Context: an optimization exercise on an open-source flow, tuned for small area, a short achievable clock period and few clock cycles per item. The choices shown serve that exercise and are no tape-out recipe.
In this exercise RTL edits were held to simulation tests only and were not proved equivalent to the original.
No activity file was given, so power comes from the tool's default toggle rates.

==> flow/design.v <==
package eda_regional_max_pkg;
    typedef enum logic [1:0] {IDLE, INIT, SCAN, FINISH} state_e;
    localparam int DEF_M            = 8;
    localparam int DEF_N            = 8;
    localparam int DEF_PIXEL_WIDTH  = 8;
    localparam int DEF_WINDOW_WIDTH = 3;
    localparam int DEF_I_WIDTH      = 3;
    localparam int DEF_J_WIDTH      = 3;
    function automatic logic [31:0] addr_row(input logic [31:0] addr, input logic [31:0] jw);
        addr_row = addr >> jw;
    endfunction
    function automatic logic [31:0] addr_col(input logic [31:0] addr, input logic [31:0] jw);
        addr_col = addr & ((32'd1 << jw) - 32'd1);
    endfunction
    function automatic logic [31:0] pack_addr(input logic [31:0] row, input logic [31:0] col,
                                              input logic [31:0] jw);
        pack_addr = (row << jw) | col;
    endfunction
endpackage
module regional_max_window
#(
    parameter int PIXEL_WIDTH  = eda_regional_max_pkg::DEF_PIXEL_WIDTH,
    parameter int WINDOW_WIDTH = eda_regional_max_pkg::DEF_WINDOW_WIDTH,
    parameter int NB           = WINDOW_WIDTH * WINDOW_WIDTH - 1
) (
    input  logic [PIXEL_WIDTH-1:0]         centre_i,
    input  logic [NB-1:0][PIXEL_WIDTH-1:0] nbr_i,
    input  logic [NB-1:0]                  nbr_flag_i,
    input  logic [NB-1:0]                  nbr_vld_i,
    output logic                           clear_flag_o
);
    logic [NB-1:0] hit;
    for (genvar k = 0; k < NB; k++) begin : g_hit
        assign hit[k] = nbr_vld_i[k] &
                        ((nbr_i[k] > centre_i) | ((nbr_i[k] == centre_i) & ~nbr_flag_i[k]));
    end
    assign clear_flag_o = |hit;
endmodule
module regional_max
#(
    parameter int M            = eda_regional_max_pkg::DEF_M,
    parameter int N            = eda_regional_max_pkg::DEF_N,
    parameter int PIXEL_WIDTH  = eda_regional_max_pkg::DEF_PIXEL_WIDTH,
    parameter int WINDOW_WIDTH = eda_regional_max_pkg::DEF_WINDOW_WIDTH,
    parameter int I_WIDTH      = eda_regional_max_pkg::DEF_I_WIDTH,
    parameter int J_WIDTH      = eda_regional_max_pkg::DEF_J_WIDTH,
    parameter int ADDR_WIDTH   = I_WIDTH + J_WIDTH
) (
    input  logic                   clk,
    input  logic                   reset_n,
    input  logic [PIXEL_WIDTH-1:0] pixel_in,
    input  logic [ADDR_WIDTH-1:0]  rd_addr,
    input  logic                   start,
    input  logic [ADDR_WIDTH-1:0]  wr_addr,
    input  logic                   write_en,
    output logic                   done,
    output logic [M*N-1:0]        matrix_output
);
    localparam int NB = WINDOW_WIDTH * WINDOW_WIDTH - 1;
    localparam logic [I_WIDTH:0]   M_L      = (I_WIDTH+1)'(M);
    localparam logic [J_WIDTH:0]   N_L      = (J_WIDTH+1)'(N);
    localparam logic [I_WIDTH-1:0] ROW_LAST = I_WIDTH'(M - 1);
    localparam logic [J_WIDTH-1:0] COL_LAST = J_WIDTH'(N - 1);
    logic [PIXEL_WIDTH-1:0] img_q [M][N];
    logic [M-1:0][N-1:0]    flag_q, flag_d;
    logic [M-1:0][N-1:0]    mout_q, mout_d;
    eda_regional_max_pkg::state_e                 state_q, state_d;
    logic [I_WIDTH-1:0]     row_q, row_d;
    logic [J_WIDTH-1:0]     col_q, col_d;
    logic                   changed_q, changed_d;
    logic                   done_q, done_d;
    logic unused_rd_addr;
    assign unused_rd_addr = ^rd_addr;
    logic [I_WIDTH-1:0] wr_row;
    logic [J_WIDTH-1:0] wr_col;
    logic               wr_ok;
    assign wr_row = I_WIDTH'(eda_regional_max_pkg::addr_row(32'(wr_addr), J_WIDTH));
    assign wr_col = J_WIDTH'(eda_regional_max_pkg::addr_col(32'(wr_addr), J_WIDTH));
    assign wr_ok  = (state_q == eda_regional_max_pkg::IDLE) && write_en &&
                    ({1'b0, wr_row} < M_L) && ({1'b0, wr_col} < N_L);
    always_ff @(posedge clk) begin
        if (wr_ok) img_q[wr_row][wr_col] <= pixel_in;
    end
    logic [I_WIDTH-1:0] nrow    [WINDOW_WIDTH];
    logic [J_WIDTH-1:0] ncol    [WINDOW_WIDTH];
    logic               nrow_ok [WINDOW_WIDTH];
    logic               ncol_ok [WINDOW_WIDTH];
    always_comb begin
        nrow[0]    = (row_q != '0) ? row_q - I_WIDTH'(1) : row_q;
        nrow_ok[0] = (row_q != '0);
        nrow[1]    = row_q;
        nrow_ok[1] = 1'b1;
        nrow[2]    = (row_q != ROW_LAST) ? row_q + I_WIDTH'(1) : row_q;
        nrow_ok[2] = (row_q != ROW_LAST);
        ncol[0]    = (col_q != '0) ? col_q - J_WIDTH'(1) : col_q;
        ncol_ok[0] = (col_q != '0);
        ncol[1]    = col_q;
        ncol_ok[1] = 1'b1;
        ncol[2]    = (col_q != COL_LAST) ? col_q + J_WIDTH'(1) : col_q;
        ncol_ok[2] = (col_q != COL_LAST);
    end
    logic [NB-1:0][PIXEL_WIDTH-1:0] nbr_pix;
    logic [NB-1:0]                  nbr_flag;
    logic [NB-1:0]                  nbr_vld;
    logic                           clear_flag;
    for (genvar g = 0; g < WINDOW_WIDTH * WINDOW_WIDTH; g++) begin : g_nb
        if (g != NB / 2) begin : g_sel
            localparam int K  = (g < NB / 2) ? g : g - 1;
            localparam int DR = g / WINDOW_WIDTH;
            localparam int DC = g % WINDOW_WIDTH;
            assign nbr_pix[K]  = img_q[nrow[DR]][ncol[DC]];
            assign nbr_flag[K] = flag_q[nrow[DR]][ncol[DC]];
            assign nbr_vld[K]  = nrow_ok[DR] & ncol_ok[DC];
        end
    end
    regional_max_window #(
        .PIXEL_WIDTH  (PIXEL_WIDTH),
        .WINDOW_WIDTH (WINDOW_WIDTH),
        .NB           (NB)
    ) u_window (
        .centre_i     (img_q[row_q][col_q]),
        .nbr_i        (nbr_pix),
        .nbr_flag_i   (nbr_flag),
        .nbr_vld_i    (nbr_vld),
        .clear_flag_o (clear_flag)
    );
    logic clr;
    logic pass_changed;
    always_comb begin
        state_d      = state_q;
        row_d        = row_q;
        col_d        = col_q;
        changed_d    = changed_q;
        flag_d       = flag_q;
        mout_d       = mout_q;
        done_d       = 1'b0;
        clr          = flag_q[row_q][col_q] & clear_flag;
        pass_changed = changed_q | clr;
        case (state_q)
            eda_regional_max_pkg::IDLE: if (start) state_d = eda_regional_max_pkg::INIT;
            eda_regional_max_pkg::INIT: begin
                flag_d    = '1;
                row_d     = '0;
                col_d     = '0;
                changed_d = 1'b0;
                state_d   = eda_regional_max_pkg::SCAN;
            end
            eda_regional_max_pkg::SCAN: begin
                if (clr) flag_d[row_q][col_q] = 1'b0;
                changed_d = pass_changed;
                if (col_q != COL_LAST) begin
                    col_d = col_q + J_WIDTH'(1);
                end else begin
                    col_d = '0;
                    if (row_q != ROW_LAST) begin
                        row_d = row_q + I_WIDTH'(1);
                    end else begin
                        row_d     = '0;
                        changed_d = 1'b0;
                        if (!pass_changed) state_d = eda_regional_max_pkg::FINISH;
                    end
                end
            end
            eda_regional_max_pkg::FINISH: begin
                mout_d  = flag_q;
                done_d  = 1'b1;
                state_d = eda_regional_max_pkg::IDLE;
            end
            default: state_d = eda_regional_max_pkg::IDLE;
        endcase
    end
    always_ff @(posedge clk) begin
        if (!reset_n) begin
            state_q   <= eda_regional_max_pkg::IDLE;
            row_q     <= '0;
            col_q     <= '0;
            changed_q <= 1'b0;
            flag_q    <= '0;
            mout_q    <= '0;
            done_q    <= 1'b0;
        end else begin
            state_q   <= state_d;
            row_q     <= row_d;
            col_q     <= col_d;
            changed_q <= changed_d;
            flag_q    <= flag_d;
            mout_q    <= mout_d;
            done_q    <= done_d;
        end
    end
    assign done          = done_q;
    assign matrix_output = mout_q;
endmodule
==> flow/run.sh <==
#!/bin/bash
# synth_recipe.tcl (not shown) runs the flow's synth.tcl, then flattens the netlist and writes it again
# the make line also repeats each setting of config.mk as NAME=value (left out here)
make -C /OpenROAD-flow-scripts/flow DESIGN_CONFIG=/design/flow/config.mk WORK_HOME=/design/flow/orfs CLKGATE_MAP_FILE= SYNTH_SCRIPT=/design/flow/synth_recipe.tcl finish
==> flow/config.mk <==
export PLATFORM = sky130hd
export DESIGN_NAME = regional_max
export DESIGN_NICKNAME = regional_max
export VERILOG_FILES = /design/flow/design.v
export SDC_FILE = /design/flow/constraint.sdc
export NUM_CORES = 4
export LEC_CHECK = 0
export CAP_MARGIN = 20
export CORE_MARGIN = 2
export CORE_UTILIZATION = 40
export SLEW_MARGIN = 20
==> flow/constraint.sdc <==
create_clock -name core_clock -period 9.0 [get_ports {clk}]
set_input_delay 1.8000 -clock core_clock [delete_from_list [all_inputs] [get_ports {clk}]]
set_output_delay 1.8000 -clock core_clock [all_outputs]
set_load 0.01 [all_outputs]
==> run summary <==
cell families after synthesis:
kind of cell,share of synthesized area
buffers and inverters,0.02524
XOR/XNOR,0.001260
flip-flops,0.4456
multiplexers,0.4056
adder cells (fa/ha/maj),0.02552
AO/OA/AOI/OAI,0.04538
AND/OR/NAND/NOR,0.05137
metal layers:
layer  GRT usage  wire length, um  vias up
met5           0               15        -
met4     0.09054             4944        2
met3     0.04401            10940      220
met2      0.4282            65620     1473
met1      0.3476            53460    14370
li1            -                -    11150
area by class of cell:
cell class	count	area share
clock inverter	37	0.008843
timing repair buffer	181	0.03865
sequential	650	0.3959
tap	1368	0.03734
clock buffer	98	0.04443
inverter	16	0.001365
multi-input combinational	1749	0.4735
registers in the layout (all words and copies together) (netlist names):
| signal | count |
|---|---|
| done_q | 1 |
| img_q | 512 |
| mout_q | 64 |
| row_q | 3 |
| flag_q | 64 |
| state_q | 2 |
| changed_q | 1 |
| col_q | 3 |
cell usage in the layout (no fill, tap or decap), drive strengths merged, types with 10 or more instances in the layout:
master	count
a2111oi	13
a211oi	10
a21o	22
a21oi	29
a31oi	70
buf	108
clkbuf	98
clkdlybuf4s50	73
clkinv	23
dfxtp	138
edfxtp	512
ha	83
inv	20
mux2	24
mux2i	373
mux4	555
nand2	103
nand2b	13
nand3	15
nand4	21
nor2	124
nor2b	82
nor3	16
o21ai	91
worst max-delay path, delay by kind of cell (launching register included):
kind / cells / cell delay, ns
compound gates: 8 / 1.77
fa+ha+maj: 3 / 1.14
buf+inv: 5 / 1.17
flops: 1 / 0.45
mux: 4 / 1.62
simple gates: 5 / 1.74
power by group:
part	switching, W	total, W	internal (W)
Clock	0.00126	0.00306	0.00180
Combinational	0.00192	0.00360	0.00168
Sequential	0.000224	0.00362	0.00340
Total	0.00340	0.0103	0.00688
worst paths after layout:
check,start,to,slack [ns],cells after the start
max,col_q[1],flag_q[19],0.96,25
min,changed_q,changed_q,0.51,1
max reg2reg,col_q[1],flag_q[19],0.96,25
min reg2reg,changed_q,changed_q,0.51,1
metrics by stage:
| stage | instance area, um^2 | utilization |
|---|---|---|
| floorplan | 40700 | - |
| CTS | 45790 | 0.4520 |
| detailed placement | 43350 | 0.4279 |
| global route | 45840 | 0.4525 |
| finish | 45840 | 0.4525 |
| global placement | 43320 | 0.4277 |
==> impl_metrics.csv <==
group,metric,value,unit
timing,setup_viol,0,
synthesis,syn-num-nets,2760,
pwr,p_leak,15.09,nW
grt,antenna_found_initial,5,
final_layout,syn_to_final_growth,12.64,%
cts,clkTransAtPathRegs,0.06,ns
setup_path,slowest_delay,0.64,ns
synthesis,synth_area_leader_cell,"edfxtp_1",
placed_design,dp_cells,3962,
cts,ctsLongestPathBuffers,3,
timing,setup_ws,0.9614,ns
grt,grt_use_total,0.2596,
synthesis,yosysWarnings,9,
final_layout,antenna_cells,0,
synthesis,synth_cell_type_count,64,
synthesis,synth_common_cells,"mux4_2, edfxtp_1, mux2i_1, dfxtp_1, clkbuf_1",
setup_path,critPathMostFrequentCell,"o21a_1",
die,boundaryPins,89,
synthesis,synth_top_cell_area_share,0.3778,
cts,clkLatencyLatePin,0.66,ns
synthesis,synth_area,0.04070,mm^2
synthesis,ys.flop_type,"edfxtp_1",
pwr,p_per_area,224.3,mW/mm^2
die,die_w,323.0,um
timing,worst_pin_slew,1.147,ns
timing,fmax,124.4,MHz
die,rows,117,
timing,slew-limit-headroom,0.2325,
placed_design,pre_cts_ws,1.090,ns
timing,whs,0.5077,ns
timing,fin_skew,0.02406,ns
timing,fin_crit_sh,0.8932,
grt,grt_pass1_vias,27040,
placed_design,portBuffers,82,
setup_path,crit_slowest_cell,"nor2b_4",
die,die_y,323.0,um
detailed_routing,route.detailed.drc,0,
cts,cts_sinks,650,
final_layout,multi_input_area,0.02171,mm^2
timing,rsz0062_at_grt,"false",
timing,final.setup.tns,0,ns
cts,cts_resized,0,
cts,postCtsHoldBufs,0,
cts,post_cts_buffers,0,
final_layout,drive_above_1_share,0.3101,
setup_path,cp_max_fo,22,
die,initial_core_util,0.4018,
setup_path,cp.arrival,8.60,ns
synthesis,yosys-top-cells-area,"edfxtp_1, mux4_2, mux2i_1",
die,core_area,0.1013,mm^2
detailed_routing,ant_nets,0,
detailed_routing,first_iter_violations,3490,
detailed_routing,vias_per_cell,6.638,
final_layout,n_fill_cell,8806,
synthesis,synthCells,2653,
synthesis,seq_area_frac_synth,0.4456,
grt,grt_max_degree,100,
final_layout,register_area,0.01815,mm^2
setup_path,end_kind,"flop",
detailed_routing,post_drt_wl_per_cell,32.93,um
timing,period_minus_slack,8.039,ns
synthesis,yosys_register_bits,650,
setup_path,worstSetupPathType,"flop to flop",
detailed_routing,num_vias,27210,
pwr,p_total,0.01028,W
cts,htree_levels,3,
hold_path,hold_class,"flop to flop",
grt,overflow,0,
timing,drv_slew,0,
outcome,status,"no timing/DRC/antenna violations",
synthesis,syn_avg_cell_area,15.34,um^2
die,die-area,0.1043,mm^2
detailed_routing,totalWireLength,135000,um
grt,grt_pass1_wl,194600,um
detailed_routing,first_pass_iters,5,
cts,cts_root_buf,"clkbuf_16",
setup_path,worstPathRequired,9.56,ns
pwr,peakVddDrop,124.5,uV
job,drv_cap,0,
final_layout,finalNetCount,2779,
placed_design,dp_hpwl,93180,um
placed_design,place_congestion,0.9388,
final_layout,instances_no_fill,4099,
cts,numCtsBuffers,74,
setup_path,cp-start-kind,"flop",
synthesis,async_reset_ff_frac,0,
timing,hold_viol,0,
cts,cts_tree,"built",
synthesis,synth_edf_count,512,
synthesis,yosysMostFrequentCell,"mux4_2",
Testbench counts, summed over its fixed seeds: cycles 104,192, images 512.

==> what the ideal ports hide <==
Ports are ideal in the flow. The routed layout listed here was re-timed in OpenROAD.
Step 1 assumes that a clkbuf_16 drives the clock port and a buf_2 every other input.
Step 2 adds t to the input delays and takes it off the output delays; t is the mean of the earliest and latest rising clock arrival at the registers after step 1. Input paths then give back, and output paths get back, about the clock's delay inside the block.
Slacks: no drivers / after step 1 / after step 2; pairs: no drivers / after step 1.
t, ns: 0.718
slack for setup (ns): 0.961 / 0.961 / 0.961
worst slew at a driven data input, ns: 0.07
After both steps this run still meets setup and hold. For this run, drivers alone change the setup slack by 0.000 ns; drivers and shift together by 0.000 ns.
